This design comes from an exercise in tuning for small area on the open sky130 flow, not from production work.
Function was checked by simulation only, so behaviour that the tests miss may differ from the original.
Power is estimated from default activity; no workload was simulated.

===== flow/run.sh =====
#!/bin/bash
# synth_recipe.tcl (not shown) runs the flow's synth.tcl, then flattens the netlist and writes it again
# the make line also repeats each setting of config.mk as NAME=value (left out here)
make -C /OpenROAD-flow-scripts/flow DESIGN_CONFIG=/design/flow/config.mk WORK_HOME=/design/flow/orfs CLKGATE_MAP_FILE= SYNTH_SCRIPT=/design/flow/synth_recipe.tcl finish

===== flow/config.mk =====
export PLATFORM = sky130hd
export DESIGN_NAME = id_stage_pipe
export DESIGN_NICKNAME = id_stage_pipe
export VERILOG_FILES = /design/flow/design.v
export SDC_FILE = /design/flow/constraint.sdc
export NUM_CORES = 4
export LEC_CHECK = 0
export CAP_MARGIN = 20
export CORE_MARGIN = 2
export CORE_UTILIZATION = 40
export SLEW_MARGIN = 20

===== flow/constraint.sdc =====
create_clock -name core_clock -period 4.0 [get_ports {clk}]
set_input_delay 0.8000 -clock core_clock [delete_from_list [all_inputs] [get_ports {clk}]]
set_output_delay 0.8000 -clock core_clock [all_outputs]
set_load 0.01 [all_outputs]

===== flow/design.v =====
module id_stage_pipe #(
    parameter int DATA_W = 32,
    parameter int NREG   = 32,
    parameter int PC_W   = 32
) (
    input  logic              clk,
    input  logic              rst,
    input  logic              if_valid,
    input  logic [31:0]       instruction,
    input  logic [PC_W-1:0]   pc_in,
    input  logic              stall_in,
    input  logic              flush,
    input  logic              wb_we,
    input  logic [4:0]        wb_addr,
    input  logic [DATA_W-1:0] wb_data,
    input  logic              ex_mem_read,
    input  logic [4:0]        ex_rt_addr,
    output logic              hazard_stall,
    output logic              id_valid,
    output logic [DATA_W-1:0] rs_data,
    output logic [DATA_W-1:0] rt_data,
    output logic [4:0]        rs_addr,
    output logic [4:0]        rt_addr,
    output logic [4:0]        rd_addr,
    output logic [DATA_W-1:0] ext_imm,
    output logic [4:0]        shamt,
    output logic [5:0]        opcode,
    output logic [5:0]        funct,
    output logic [PC_W-1:0]   pc_out
);
    localparam int AW = (NREG > 1) ? $clog2(NREG) : 1;
    logic [DATA_W-1:0] r_regs [NREG];
    logic              r_id_valid;
    logic [DATA_W-1:0] r_rs_data;
    logic [DATA_W-1:0] r_rt_data;
    logic [4:0]        r_rs_addr;
    logic [4:0]        r_rt_addr;
    logic [4:0]        r_rd_addr;
    logic [DATA_W-1:0] r_ext_imm;
    logic [4:0]        r_shamt;
    logic [5:0]        r_opcode;
    logic [5:0]        r_funct;
    logic [PC_W-1:0]   r_pc;
    logic [4:0]        w_rs;
    logic [4:0]        w_rt;
    logic [5:0]        w_op;
    logic [15:0]       w_imm;
    logic              w_wr_en;
    logic              w_hazard;
    logic [DATA_W-1:0] w_rs_val;
    logic [DATA_W-1:0] w_rt_val;
    logic [DATA_W-1:0] w_ext;
    function automatic logic addr_ok(input logic [4:0] a);
        addr_ok = (a != 5'd0) && ({27'd0, a} < NREG);
    endfunction
    assign w_rs    = instruction[25:21];
    assign w_rt    = instruction[20:16];
    assign w_op    = instruction[31:26];
    assign w_imm   = instruction[15:0];
    assign w_wr_en = wb_we && addr_ok(wb_addr);
    assign w_hazard = !rst && if_valid && ex_mem_read && (ex_rt_addr != 5'd0) &&
                      ((ex_rt_addr == w_rs) || (ex_rt_addr == w_rt));
    assign hazard_stall = w_hazard;
    always_comb begin
        w_rs_val = '0;
        w_rt_val = '0;
        if (addr_ok(w_rs))
            w_rs_val = (w_wr_en && (wb_addr == w_rs)) ? wb_data : r_regs[w_rs[AW-1:0]];
        if (addr_ok(w_rt))
            w_rt_val = (w_wr_en && (wb_addr == w_rt)) ? wb_data : r_regs[w_rt[AW-1:0]];
    end
    always_comb begin
        if ((w_op == 6'h0C) || (w_op == 6'h0D) || (w_op == 6'h0E))
            w_ext = DATA_W'(w_imm);
        else
            w_ext = DATA_W'($signed(w_imm));
    end
    always_ff @(posedge clk) begin
        if (rst) begin
            for (int unsigned i = 0; i < NREG; i++)
                r_regs[i] <= '0;
        end else if (w_wr_en) begin
            r_regs[wb_addr[AW-1:0]] <= wb_data;
        end
    end
    always_ff @(posedge clk) begin
        if (rst) begin
            r_id_valid <= 1'b0;
            r_rs_data  <= '0;
            r_rt_data  <= '0;
            r_rs_addr  <= '0;
            r_rt_addr  <= '0;
            r_rd_addr  <= '0;
            r_ext_imm  <= '0;
            r_shamt    <= '0;
            r_opcode   <= '0;
            r_funct    <= '0;
            r_pc       <= '0;
        end else if (stall_in || w_hazard) begin
            if (!stall_in)
                r_id_valid <= 1'b0;
            if (w_wr_en && (wb_addr == r_rs_addr))
                r_rs_data <= wb_data;
            if (w_wr_en && (wb_addr == r_rt_addr))
                r_rt_data <= wb_data;
        end else begin
            r_id_valid <= if_valid && !flush;
            r_rs_data  <= w_rs_val;
            r_rt_data  <= w_rt_val;
            r_rs_addr  <= w_rs;
            r_rt_addr  <= w_rt;
            r_rd_addr  <= instruction[15:11];
            r_ext_imm  <= w_ext;
            r_shamt    <= instruction[10:6];
            r_opcode   <= w_op;
            r_funct    <= instruction[5:0];
            r_pc       <= pc_in;
        end
    end
    assign id_valid = r_id_valid;
    assign rs_data  = r_rs_data;
    assign rt_data  = r_rt_data;
    assign rs_addr  = r_rs_addr;
    assign rt_addr  = r_rt_addr;
    assign rd_addr  = r_rd_addr;
    assign ext_imm  = r_ext_imm;
    assign shamt    = r_shamt;
    assign opcode   = r_opcode;
    assign funct    = r_funct;
    assign pc_out   = r_pc;
endmodule

==> impl_metrics.prom <==
# TYPE chip_impl_metric gauge
chip_impl_metric{name="placeableCoreArea",unit="mm2"} 0.147
chip_impl_info{name="crit_path_start_kind",value="input pin"} 1
chip_impl_metric{name="die_width",unit="um"} 389
chip_impl_metric{name="synth-edff-count",unit=""} 1024
chip_impl_metric{name="crit_path_max_fanout",unit=""} 3
chip_impl_info{name="grt_setup_unrepaired",value="no"} 1
chip_impl_metric{name="cp.arrival",unit="ps"} 2770
chip_impl_metric{name="wl_per_cell",unit="um"} 31.7
chip_impl_metric{name="fillCellCount",unit=""} 12700
chip_impl_metric{name="place_ws",unit="ps"} 247
chip_impl_info{name="tritoncts",value="built"} 1
chip_impl_metric{name="worst_slack",unit="ps"} 428
chip_impl_metric{name="synth.avg_cell_area",unit="um2"} 14.8
chip_impl_info{name="worstPathCellList",value="clkdlybuf4s50_1 > xnor2_1 > nand3_1 > o22ai_1 > and2_1 > buf_4 > clkdlybuf4s50_1"} 1
chip_impl_info{name="worstSetupPathType",value="input pin to primary output"} 1
chip_impl_metric{name="finalHoldWorstSlack",unit="ps"} 458
chip_impl_metric{name="detail_route.iter0.violations",unit=""} 4379
chip_impl_metric{name="final-max-slew-violation-count",unit=""} 0
chip_impl_info{name="cp_slowest_cell",value="clkdlybuf4s50_1"} 1
chip_impl_metric{name="rows",unit=""} 141
chip_impl_metric{name="dr_total_vias",unit=""} 38100
chip_impl_metric{name="antenna_violating_nets_post_route",unit=""} 0
chip_impl_metric{name="tritoncts_num_sinks",unit=""} 1154
chip_impl_metric{name="finish.net_count",unit=""} 4365
chip_impl_metric{name="multi_input_area",unit="mm2"} 0.0244
chip_impl_metric{name="layout_cells_sized_above_1",unit="%"} 25.1
chip_impl_info{name="worst_path_dominant_cell_family",value="buffers and inverters"} 1
chip_impl_info{name="critical_path.most_common_cell",value="clkdlybuf4s50_1"} 1
chip_impl_metric{name="fin_crit",unit="ps"} 3570
chip_impl_metric{name="post-cts-setup-buffers",unit=""} 0
chip_impl_info{name="yosys.cell_count.top_type",value="edfxtp_1"} 1
chip_impl_metric{name="tritonroute_pass_1_iters",unit=""} 5
chip_impl_metric{name="register_cell_area_after_layout",unit="mm2"} 0.0334
chip_impl_info{name="clock-root-buffer",value="clkbuf_16"} 1
chip_impl_metric{name="synth.distinct_cells",unit=""} 38
chip_impl_metric{name="layout.cells.non_filler",unit=""} 6288
chip_impl_metric{name="synth_warnings",unit=""} 1
chip_impl_info{name="synthFlopType",value="edfxtp_1"} 1
chip_impl_metric{name="max-clock-path-buffers",unit=""} 3
chip_impl_metric{name="proportion_of_synthesized_chip_area_in_sequential_cells",unit="%"} 56.2
chip_impl_metric{name="peakVddDrop",unit="mV"} 0.283
chip_impl_metric{name="via_density_per_instance",unit=""} 6.06
chip_impl_metric{name="max_stage_delay",unit="ps"} 590
chip_impl_info{name="synth_top_cells_by_count",value="edfxtp_1, and2_1, mux4_2"} 1
chip_impl_metric{name="worst_slew_pin_slew",unit="ps"} 993
chip_impl_metric{name="power.static_leakage",unit="nW"} 24.0
chip_impl_metric{name="max_cap_violations",unit=""} 0
chip_impl_info{name="synth.largest_area_cell",value="edfxtp_1"} 1
chip_impl_info{name="type_of_the_most_critical_hold_path",value="register to register"} 1
chip_impl_metric{name="mappedNetlistArea",unit="mm2"} 0.0593
chip_impl_metric{name="cts_inserted_buffers",unit=""} 135
chip_impl_metric{name="clock_latency",unit="ps"} 780
chip_impl_info{name="run_status",value="timing/DRC/antenna clean"} 1
chip_impl_metric{name="timing.clock.skew",unit="ps"} 24.2
chip_impl_info{name="ys_top_cells_by_area",value="edfxtp_1, mux4_2, and2_1"} 1
chip_impl_metric{name="floorplan.die.height",unit="um"} 389
chip_impl_metric{name="start_util",unit="%"} 40.2
chip_impl_metric{name="cts_hold_buffers",unit=""} 0
chip_impl_metric{name="detail_route.drc_violations",unit=""} 0
chip_impl_metric{name="synth_largest_type_area_fraction",unit="%"} 51.9
chip_impl_metric{name="timing.final.crit_share",unit="%"} 89.3
chip_impl_metric{name="die-area",unit="mm2"} 0.151
chip_impl_metric{name="gr-usage-all-layers",unit="%"} 26.2
chip_impl_metric{name="number_of_endpoints_failing_setup_at_the_final_stage",unit=""} 0
chip_impl_metric{name="synthToLayoutAreaGrowth",unit="%"} 17.7
chip_impl_metric{name="postSynthRegisterBits",unit=""} 1154
chip_impl_metric{name="vias_in_the_first_global_route",unit=""} 38900
chip_impl_metric{name="placement.io_buffers",unit=""} 274
chip_impl_metric{name="cts_resized",unit=""} 0
chip_impl_metric{name="syn_inst",unit=""} 4004
chip_impl_metric{name="worst_ep_required",unit="ps"} 3200
chip_impl_metric{name="grt_first_pass_wirelength",unit="mm"} 283
chip_impl_metric{name="grt_overflow",unit=""} 0
chip_impl_info{name="setup.worst_path.end_class",value="primary output"} 1
chip_impl_metric{name="antenna_found_initial",unit=""} 10
chip_impl_metric{name="grt_start_max_net_pins",unit=""} 79
chip_impl_metric{name="routed_wirelength",unit="mm"} 199
chip_impl_metric{name="worst_slew_margin_rel",unit="%"} 33.6
chip_impl_metric{name="hpwl",unit="mm"} 124
chip_impl_metric{name="clk_transition_reported_paths",unit="ps"} 60
chip_impl_metric{name="post-place-cells",unit=""} 6045
chip_impl_metric{name="io_pins",unit=""} 275
chip_impl_metric{name="timing_hold_violations_final",unit=""} 0
chip_impl_metric{name="critPathBufInv",unit=""} 3
chip_impl_metric{name="max_freq",unit="MHz"} 280
chip_impl_metric{name="post_synthesis_async_set_or_reset_flop_share",unit="%"} 0
chip_impl_metric{name="pwr_density_cell",unit="mW/mm2"} 430
chip_impl_metric{name="timing.setup.tns",unit="ps"} 0
chip_impl_metric{name="cts-htree-levels",unit=""} 4
chip_impl_metric{name="place_congestion",unit=""} 0.844
placed cells by master (no fill, tap or decap), drive strengths merged, types with 129 or more instances in the layout:
| cell | instances |
|---|---|
| edfxtp | 1024 |
| and2 | 994 |
| mux4 | 512 |
| buf | 268 |
| clkdlybuf4s50 | 261 |
| nor2 | 197 |
| clkbuf | 180 |
| mux2i | 160 |
| dfxtp | 130 |
| o22ai | 129 |
power by group:
group | total (mW) | switching (mW) | leakage, nW | internal, mW
Combinational | 3.67 | 1.95 | 11.0 | 1.72
Sequential | 14.2 | 0.398 | 10.8 | 13.8
Clock | 12.1 | 5.12 | 2.11 | 7.00
final cells by class:
type | instances | share of cell area [%]
Sequential cell | 1154 | 47.8
Multi-Input combinational cell | 2432 | 35.0
Timing Repair Buffer | 529 | 7.68
Clock buffer | 180 | 5.38
Tap cell | 1930 | 3.46
Clock inverter | 61 | 0.738
Antenna cell | 2 | 0.00717
kinds of logic (layout without fill, tap and decap cells):
family	Yosys count	in the layout	synth area share [%]
buf+inv	449	770	3.38
xor+xnor	30	30	0.443
other cells	1	34	0.00632
compound gates	329	329	4.02
mux	704	704	22.8
flops	1154	1154	56.2
simple gates	1337	1337	13.1
per-stage QoR:
step	utilization [%]	power (mW)	instance area [um2]
floorplan	-	16.4	59400
global placement	44.4	18.0	65500
detailed placement	44.4	18.1	65500
CTS	47.3	30.2	69800
global route	47.3	30.9	69800
finish	47.3	30.0	69800
tightest hold or removal path: cells and delay by family (launching register included):
family          cells  cell delay [ps]
simple gates        1               50
flops               1              310
compound gates      1               50
worst paths after layout:
check / from / to / slack [ps] / depth (start not counted)
max reg2reg: r_regs[5][25] / r_rt_data[25] / 1580 / 5
min reg2reg: r_id_valid / r_id_valid / 460 / 2
min: r_id_valid / r_id_valid / 460 / 2
max: ex_rt_addr[1] / hazard_stall / 430 / 7
state kept, by name, summed over array words and instances, names as in the netlist:
| signal | cells |
|---|---|
| r_rs_addr | 5 |
| r_funct | 5 |
| r_rs_data | 32 |
| r_opcode | 6 |
| r_regs | 1024 |
| r_id_valid | 1 |
| r_pc | 32 |
| r_rt_data | 32 |
| r_ext_imm | 8 |
| r_rt_addr | 5 |
| r_rd_addr | 4 |
per-layer routing:
metal	track usage [%]	routed length, um	vias up
met2	42.6	95300	1991
met1	34.7	78400	19900
met5	0	0	-
met3	4.63	16800	395
li1	-	-	15800
met4	11.4	8820	0

-- port drivers added, routing unchanged --
The flow's constraints put no driver on any port. The routed layout listed below was extracted and timed again, unchanged, in two steps.
Step 1 (the two cells are an assumption about what drives the block):
set clk [get_ports {clk}]
set_driving_cell -lib_cell sky130_fd_sc_hd__clkbuf_16 $clk
set_driving_cell -lib_cell sky130_fd_sc_hd__buf_2 [delete_from_list [all_inputs] $clk]
Step 2 also shifts input and output timing later by t, the mid clock arrival at the registers, as if the neighbouring blocks saw the same clock.
Slacks: ideal ports / drivers / drivers and shift; pairs: ideal ports / drivers.
t, ns: 0.839
setup WS [ns]: 0.428 / 0.401 / 0.331
worst hold slack (ns): 0.458 / 0.458 / 0.458
worst setup path at the end: input to register
worst data-port slew with drivers (ns): 0.11
After both steps this run still meets setup and hold. The setup slack of this run moves by -0.027 ns with the drivers and by -0.097 ns with both steps.
